From an optimization exercise on the open Yosys and OpenROAD flow, aimed at small area and a short achievable clock period; shortcuts taken in it are not production practice.
Function was checked by simulation only, so behaviour that the tests miss may differ from the original.
Power and IR drop assume default switching activity.

job 8162:
## px_deser_top
module px_deser_top #(
   parameter px_deser_pkg::pixel_t CLK_PATTERN = 7'b1100011,
   parameter int                   WR_START    = 16,
   parameter int                   GOOD_COUNT  = 8
) (
   input  logic                    px_clk,
   input  logic                    locked_and_idlyrdy,    
   input  logic                    rx_ready,              
   input  logic [40:0]             rx_words,              
   output logic [34:0]             px_out,                
   output logic [2:0]              px_rd_seq,
   output logic                    px_ready
);
   localparam int NUM_LANES = px_deser_pkg::NUM_DATA_LANES + 1;
   localparam int DEPTH     = 2 ** px_deser_pkg::FIFO_AW;
   localparam int LW        = px_deser_pkg::LANE_BITS;
   localparam int WW        = NUM_LANES * LW;                 
   logic                px_rst_n;
   logic                rd_enable;
   logic                wr_en;
   logic [4:0]          wr_addr;
   logic [DEPTH-1:0]    rd_sel;         
   logic [7:0]          seq_oh;         
   logic [WW-1:0]       wr_word_q;
   logic [WW-1:0]       mem [DEPTH];
   logic [WW-1:0]       rd_word;
   logic [NUM_LANES*7-1:0] rd_last;     
  ...
For scale: about 2,800 cells after synthesis, ~83 I/O pins.
export LEC_CHECK = 0
export CAP_MARGIN = 20
export CORE_MARGIN = 2
export CORE_UTILIZATION = 40
export SLEW_MARGIN = 20
create_clock -name core_clock -period 4.0 [get_ports {px_clk}]
run.sh (not shown) runs the stock make flow with config.mk's settings and CLKGATE_MAP_FILE= SYNTH_SCRIPT=/design/flow/synth_recipe.tcl, a recipe that flattens the netlist after the stock synthesis.
Job 8162 closes out successfully: all stages finished, all timing, DRC and antenna checks passed.
For job 4956, these inputs were changed with respect to job 8162:
--- a/flow/config.mk
+++ b/flow/config.mk
@@ -7,5 +7,7 @@
 export LEC_CHECK = 0
+export ABC_CLOCK_PERIOD_IN_PS = 2000
 export CAP_MARGIN = 20
 export CORE_MARGIN = 2
-export CORE_UTILIZATION = 40
+export CORE_UTILIZATION = 60
+export SETUP_SLACK_MARGIN = 1.8
 export SLEW_MARGIN = 20
Period utilization: job 4956 < job 8162. Compared with job 8162, job 4956 shows a higher antenna diode count. Between job 8162 and job 4956, half-perimeter wire length after placement is lower for job 4956, job 8162 comes in above that. Compared with job 8162, job 4956 shows count of clock-buffer cells in the layout higher by 7. Comparing job 8162 and job 4956, the higher die area is on job 8162. Summary — fraction of final layout cells with drive strength greater than 1, job 4956 relative to job 8162: higher, by 12 points. Job 4956 vs. job 8162: number of post-CTS setup repair buffers saw an increase, number of logic stages on the critical path including buffering saw an increase, combined area of the multi-input logic cells saw an increase, overall power consumption saw a decrease.
#### Input delta (job 4129 over job 4956)
==> flow/flow/run.sh (new file) <==
#!/bin/bash
# Standard layout, logged
bash standard.sh > standard.log 2>&1
==> flow/standard.sh (new file) <==
#!/bin/bash
# synth_recipe.tcl (not shown) runs the flow's synth.tcl, then flattens the netlist and writes it again
# the make line also repeats each setting of config.mk as NAME=value (left out here)
make -C /OpenROAD-flow-scripts/flow DESIGN_CONFIG=/design/flow/config.mk WORK_HOME=/design/flow/orfs CLKGATE_MAP_FILE= SYNTH_SCRIPT=/design/flow/synth_recipe.tcl "${@:-finish}"
--- a/flow/config.mk
+++ b/flow/config.mk
@@ -7,7 +7,5 @@
 export LEC_CHECK = 0
-export ABC_CLOCK_PERIOD_IN_PS = 2000
 export CAP_MARGIN = 20
 export CORE_MARGIN = 2
-export CORE_UTILIZATION = 60
-export SETUP_SLACK_MARGIN = 1.8
+export CORE_UTILIZATION = 40
 export SLEW_MARGIN = 20
removed: flow/run.sh
Findings:
Going from job 4956 to job 4129, the final worst setup slack was found to have gone down by 0.87 ns. Re slew at the pin closest to its max-slew limit: job 4129 and job 4956 aren't equal, and the lower value belongs to job 4956. In the flow results for job 4129 and job 4956, the multi-input combinational gate total is larger on job 4956. Compare job 4129 and job 4956 | routed wire length on met3 higher: job 4956. Compared to job 4956, the routing of job 4129 uses less wire. Summary of job 4129 over job 4956: number of failing hold endpoints at the final stage did not really move; share of the clock period used by the worst path after layout went up 22 points; number of antenna violations at the first check in global routing fell by 2; max-cap check violation count closely matched the old numbers.

* * *

The RTL this note starts from:
==> flow/design.v <==
package px_deser_pkg;
   localparam int LANE_BITS      = 8;     
   localparam int PX_BITS        = 7;     
   localparam int FIFO_AW        = 5;     
   localparam int SEQ_BITS       = 3;     
   localparam int NUM_DATA_LANES = 4;     
   typedef logic [LANE_BITS-1:0] lane_word_t;
   typedef logic [PX_BITS-1:0]   pixel_t;
   typedef logic [FIFO_AW-1:0]   fifo_addr_t;
   typedef logic [SEQ_BITS-1:0]  gear_seq_t;
   typedef struct packed {
      logic                                 word_valid;    
      lane_word_t                           clk_word;      
      lane_word_t [NUM_DATA_LANES-1:0]      data_words;    
   } rx_words_s;
   typedef struct packed {
      pixel_t                               clk_px;        
      pixel_t [NUM_DATA_LANES-1:0]          data_px;       
   } px_out_s;
endpackage
module lane_fifo (
   input  logic        px_clk,
   input  logic        wr_en,       
   input  logic [39:0] wr_word,
   input  logic [4:0]  wr_addr,
   input  logic [31:0] rd_next,     
   input  logic        rd_coll,     
   output logic [39:0] rd_word      
);
   logic [39:0] wr_word_q;          
   logic [39:0] mem [32];           
   logic [39:0] rd_mux;
   always_ff @(posedge px_clk) begin
      wr_word_q <= wr_word;
   end
   for (genvar e = 0; e < 32; e++) begin : g_ent
      always_ff @(posedge px_clk) begin
         if (wr_en && wr_addr == 5'(e)) begin
            mem[e] <= wr_word_q;
         end
      end
   end
   always_comb begin
      rd_mux = '0;
      for (int e = 0; e < 32; e++) begin
         rd_mux = rd_mux | (mem[e] & {40{rd_next[e]}});
      end
   end
   always_ff @(posedge px_clk) begin
      rd_word <= rd_coll ? wr_word_q : rd_mux;
   end
endmodule
module gearbox_sequencer #(
   parameter int WR_START = 16              
) (
   input  logic        px_clk,
   input  logic        px_rst_n,
   input  logic        rst_next_n,          
   input  logic        word_valid,
   input  logic        rd_enable,
   output logic        wr_en,
   output logic [4:0]  wr_addr,
   output logic [31:0] rd_next,             
   output logic        rd_coll,             
   output logic [7:0]  seq_oh,              
   output logic [2:0]  rd_seq
);
   logic       seq6_next;                   
   logic       rd_step;                     
   logic [4:0] rd_next_bin;                 
   logic [4:0] rd_next_bin_d;
   logic [4:0] wr_addr_d;
   assign wr_addr_d = wr_addr + 5'(wr_en);
   always_ff @(posedge px_clk or negedge px_rst_n) begin
      if (!px_rst_n) begin
         wr_en   <= 1'b0;
         wr_addr <= 5'(WR_START);
      end else begin
         wr_en   <= word_valid;
         wr_addr <= wr_addr_d;
      end
   end
   always_ff @(posedge px_clk or negedge px_rst_n) begin
      if (!px_rst_n) begin
         rd_seq <= '0;
         seq_oh <= 8'd1;
      end else if (rd_enable) begin
         rd_seq <= rd_seq + 3'd1;
         seq_oh <= {seq_oh[6:0], seq_oh[7]};
      end
   end
   assign seq6_next = rd_enable ? seq_oh[5] : seq_oh[6];
   assign rd_step   = !seq6_next;
   assign rd_next_bin_d = !rst_next_n ? 5'd0 :
                          !px_rst_n   ? 5'd1 :
                                        rd_next_bin + 5'(rd_step);
   always_ff @(posedge px_clk) begin
      if (!rst_next_n) begin
         rd_next <= 32'd1;
      end else if (!px_rst_n) begin
         rd_next <= 32'd2;
      end else if (rd_step) begin
         rd_next <= {rd_next[30:0], rd_next[31]};
      end
      rd_next_bin <= rd_next_bin_d;
   end
   always_ff @(posedge px_clk or negedge px_rst_n) begin
      if (!px_rst_n) begin
         rd_coll <= 1'b0;
      end else begin
         rd_coll <= word_valid && (wr_addr_d == rd_next_bin_d);
      end
   end
endmodule
module gearbox_8to7 (
   input  logic        px_clk,
   input  logic        px_rst_n,
   input  logic [7:0]  rd_word,     
   input  logic [7:0]  seq_oh,      
   output logic [6:0]  px
);
   logic [7:1] rd_last;             
   logic [6:0] px_d;
   always_ff @(posedge px_clk) begin
      rd_last <= rd_word[7:1];
   end
   always_comb begin
      px_d = '0;
      for (int n = 0; n < 8; n++) begin
         for (int i = 0; i < 7; i++) begin
            if (i < n) px_d[i] = px_d[i] | (seq_oh[n] & rd_last[8-n+i]);
            else       px_d[i] = px_d[i] | (seq_oh[n] & rd_word[i-n]);
         end
      end
   end
   always_ff @(posedge px_clk or negedge px_rst_n) begin
      if (!px_rst_n) px <= '0;
      else           px <= px_d;
   end
endmodule
module px_align_ctrl #(
   parameter px_deser_pkg::pixel_t CLK_PATTERN = 7'b1100011,   
   parameter int                   GOOD_COUNT  = 8             
) (
   input  logic                 px_clk,
   input  logic                 locked_and_idlyrdy,    
   input  logic                 rx_ready,              
   input  px_deser_pkg::pixel_t clk_px,
   output logic                 px_rst_n,
   output logic                 rst_next_n,            
   output logic                 rd_enable,
   output logic                 px_ready
);
   localparam int GOOD_W = $clog2(GOOD_COUNT + 1);
   localparam int SYNC_STAGES = 4;
   localparam logic [2:0] WAIT_LAST = 3'd5;             
   typedef enum logic [1:0] {
      ST_CHECK,
      ST_SLIP_WAIT,
      ST_DONE
   } align_state_e;
   logic [SYNC_STAGES-1:0] rst_sync;
   logic [SYNC_STAGES-1:0] rdy_sync;
   logic                   rx_ready_px;                
   align_state_e           state;
   logic [2:0]             wait_cnt;
   logic [GOOD_W-1:0]      good_cnt;
   always_ff @(posedge px_clk or negedge locked_and_idlyrdy) begin
      if (!locked_and_idlyrdy) begin
         rst_sync <= '0;
      end else begin
         rst_sync <= {rst_sync[SYNC_STAGES-2:0], 1'b1};
      end
   end
   assign px_rst_n   = rst_sync[SYNC_STAGES-1];
   assign rst_next_n = rst_sync[SYNC_STAGES-2];
   always_ff @(posedge px_clk or negedge rx_ready) begin
      if (!rx_ready) begin
         rdy_sync <= '0;
      end else begin
         rdy_sync <= {rdy_sync[SYNC_STAGES-2:0], 1'b1};
      end
   end
   assign rx_ready_px = rdy_sync[SYNC_STAGES-1];
   always_ff @(posedge px_clk or negedge px_rst_n) begin
      if (!px_rst_n) begin
         state     <= ST_SLIP_WAIT;
         wait_cnt  <= '0;
         good_cnt  <= '0;
         rd_enable <= 1'b0;
      end else if (rx_ready_px) begin                
         case (state)
            ST_CHECK: begin
               if (clk_px == CLK_PATTERN) begin
                  rd_enable <= 1'b1;
                  if (good_cnt == GOOD_W'(GOOD_COUNT - 1)) begin
                     state <= ST_DONE;                  
                  end else begin
                     good_cnt <= good_cnt + GOOD_W'(1);
                  end
               end else begin
                  rd_enable <= 1'b0;                   
                  good_cnt  <= '0;
                  wait_cnt  <= '0;
                  state     <= ST_SLIP_WAIT;
               end
            end
            ST_SLIP_WAIT: begin
               rd_enable <= 1'b1;
               if (wait_cnt == WAIT_LAST) begin
                  state <= ST_CHECK;
               end else begin
                  wait_cnt <= wait_cnt + 3'd1;
               end
            end
            default: begin
               rd_enable <= 1'b1;                      
            end
         endcase
      end
   end
   always_ff @(posedge px_clk or negedge px_rst_n) begin
      if (!px_rst_n) begin
         px_ready <= 1'b0;
      end else begin
         px_ready <= (state == ST_DONE);
      end
   end
endmodule
module px_deser_top #(
   parameter px_deser_pkg::pixel_t CLK_PATTERN = 7'b1100011,
   parameter int                   WR_START    = 16,
   parameter int                   GOOD_COUNT  = 8
) (
   input  logic                    px_clk,
   input  logic                    locked_and_idlyrdy,    
   input  logic                    rx_ready,              
   input  logic [40:0]             rx_words,              
   output logic [34:0]             px_out,                
   output logic [2:0]              px_rd_seq,
   output logic                    px_ready
);
   localparam int NUM_LANES = px_deser_pkg::NUM_DATA_LANES + 1;
   localparam int DEPTH     = 2 ** px_deser_pkg::FIFO_AW;
   localparam int LW        = px_deser_pkg::LANE_BITS;
   localparam int WW        = NUM_LANES * LW;                 
   logic                px_rst_n;
   logic                rd_enable;
   logic                wr_en;
   logic [4:0]          wr_addr;
   logic [DEPTH-1:0]    rd_next;        
   logic                rd_coll;
   logic                rst_next_n;
   logic [7:0]          seq_oh;         
   logic [WW-1:0]       wr_word_q;
   logic [WW-1:0]       mem [DEPTH];
   logic [WW-1:0]       rd_word;
   logic [NUM_LANES*7-1:0] rd_last;     
   logic [6:0]          lane_px [NUM_LANES];
   logic [6:0]          clk_px;
   px_align_ctrl #(
      .CLK_PATTERN        (CLK_PATTERN),
      .GOOD_COUNT         (GOOD_COUNT)
   ) i_align_ctrl (
      .px_clk             (px_clk),
      .locked_and_idlyrdy (locked_and_idlyrdy),
      .rx_ready           (rx_ready),
      .clk_px             (clk_px),
      .px_rst_n           (px_rst_n),
      .rst_next_n         (rst_next_n),
      .rd_enable          (rd_enable),
      .px_ready           (px_ready)
   );
   gearbox_sequencer #(
      .WR_START           (WR_START)
   ) i_sequencer (
      .px_clk             (px_clk),
      .px_rst_n           (px_rst_n),
      .rst_next_n         (rst_next_n),
      .word_valid         (rx_words[40]),
      .rd_enable          (rd_enable),
      .wr_en              (wr_en),
      .wr_addr            (wr_addr),
      .rd_next            (rd_next),
      .rd_coll            (rd_coll),
      .seq_oh             (seq_oh),
      .rd_seq             (px_rd_seq)
   );
   lane_fifo i_fifo (
      .px_clk   (px_clk),
      .wr_en    (wr_en),
      .wr_word  ({rx_words[39:32], rx_words[31:0]}),
      .wr_addr  (wr_addr),
      .rd_next  (rd_next),
      .rd_coll  (rd_coll),
      .rd_word  (rd_word)
   );
   for (genvar g = 0; g < NUM_LANES; g++) begin : g_lane
      localparam int WB = (g == 0) ? 32 : 8 * (g - 1);
      gearbox_8to7 i_gearbox (
         .px_clk   (px_clk),
         .px_rst_n (px_rst_n),
         .rd_word  (rd_word[WB +: 8]),
         .seq_oh   (seq_oh),
         .px       (lane_px[g])
      );
   end
   assign clk_px = lane_px[0];
   assign px_out = {lane_px[0], lane_px[4], lane_px[3], lane_px[2], lane_px[1]};
endmodule
==> flow/config.mk <==
export PLATFORM = sky130hd
export DESIGN_NAME = px_deser_top
export DESIGN_NICKNAME = px_deser_top
export VERILOG_FILES = /design/flow/design.v
export SDC_FILE = /design/flow/constraint.sdc
export NUM_CORES = 4
export LEC_CHECK = 0
export ABC_CLOCK_PERIOD_IN_PS = 1500
export CAP_MARGIN = 20
export CORE_MARGIN = 2
export CORE_UTILIZATION = 60
export SETUP_SLACK_MARGIN = 1.8
export SLEW_MARGIN = 20
==> flow/constraint.sdc <==
create_clock -name core_clock -period 4.0 [get_ports {px_clk}]
set_input_delay 0.8000 -clock core_clock [delete_from_list [all_inputs] [get_ports {px_clk}]]
set_output_delay 0.8000 -clock core_clock [all_outputs]
set_load 0.01 [all_outputs]
Stock flow here: none of the scripts above is used.
==> next run, changes <==
--- a/flow/config.mk
+++ b/flow/config.mk
@@ -8,6 +8,8 @@
 export ABC_CLOCK_PERIOD_IN_PS = 1500
-export CAP_MARGIN = 20
+export CAP_MARGIN = 5
 export CORE_MARGIN = 2
 export CORE_UTILIZATION = 60
-export SETUP_SLACK_MARGIN = 1.8
-export SLEW_MARGIN = 20
+export CTS_CLUSTER_DIAMETER = 100
+export CTS_CLUSTER_SIZE = 25
+export SETUP_SLACK_MARGIN = 2.2
+export SLEW_MARGIN = 5
Outcome: Global-route usage climbs by 3.2 points. Die area is unchanged. Clock-buffer cell count goes down by 83. Final cell count rose by a few percent. Clock skew grows by 0.0061 ns. Worst setup slack is better by 0.14 ns. Fmax rises by a few percent. Register-to-register slack improved by 0.14 ns. Synthesized cell count does not change. Routed wire length rose by about a fifth.
==> next run, changes <==
--- a/flow/config.mk
+++ b/flow/config.mk
@@ -13,3 +13,3 @@
 export CTS_CLUSTER_SIZE = 25
-export SETUP_SLACK_MARGIN = 2.2
+export SETUP_SLACK_MARGIN = 2.0
 export SLEW_MARGIN = 5
Outcome: Design area is lower by 8.0%; critical path depth fell by 1; synthesized area does not change; clock skew is about the same; maximum frequency fell by 0.56%.

## static timing again, ports no longer ideal
How much do the figures lean on ideal ports? The routed layouts below were timed once more, with nothing changed but the port constraints.
Step 1: set_driving_cell puts a clkbuf_16 on px_clk and a buf_2 on each other input, an assumption about the parent block.
Step 2, shift: input delay + t, output delay - t, t = (earliest + latest rising clock arrival at the registers) / 2. This alone moves slack from input paths to output paths.
Three values: ideal ports, drivers, drivers and shift; two values: the first two.
run | shift t [ns] | setup WS [ns] | hold slack, ns | worst slew at a driven data input, ns | pins driven straight from the clock port
job 8162 | 0.839 | 0.478 / 0.478 / 0.478 | 0.227 / 0.183 / 0.346 | 0.07 | 1
job 4956 | 0.826 | 1.350 / 1.350 / 1.350 | 0.245 / 0.201 / 0.347 | 0.06 | 1
job 4129 | 0.839 | 0.478 / 0.478 / 0.478 | 0.227 / 0.183 / 0.346 | 0.07 | 1
the first run of note 2 | 0.817 | 1.805 / 1.772 / 1.805 | 0.184 / 0.184 / 0.184 | 0.06 | 1
the second run of note 2 | 0.735 | 1.944 / 1.926 / 1.944 | 0.194 / 0.194 / 0.194 | 0.04 | 1
the third run of note 2 | 0.730 | 1.932 / 1.906 / 1.932 | 0.178 / 0.178 / 0.178 | 0.07 | 1
After both steps setup and hold are still met in every run listed.
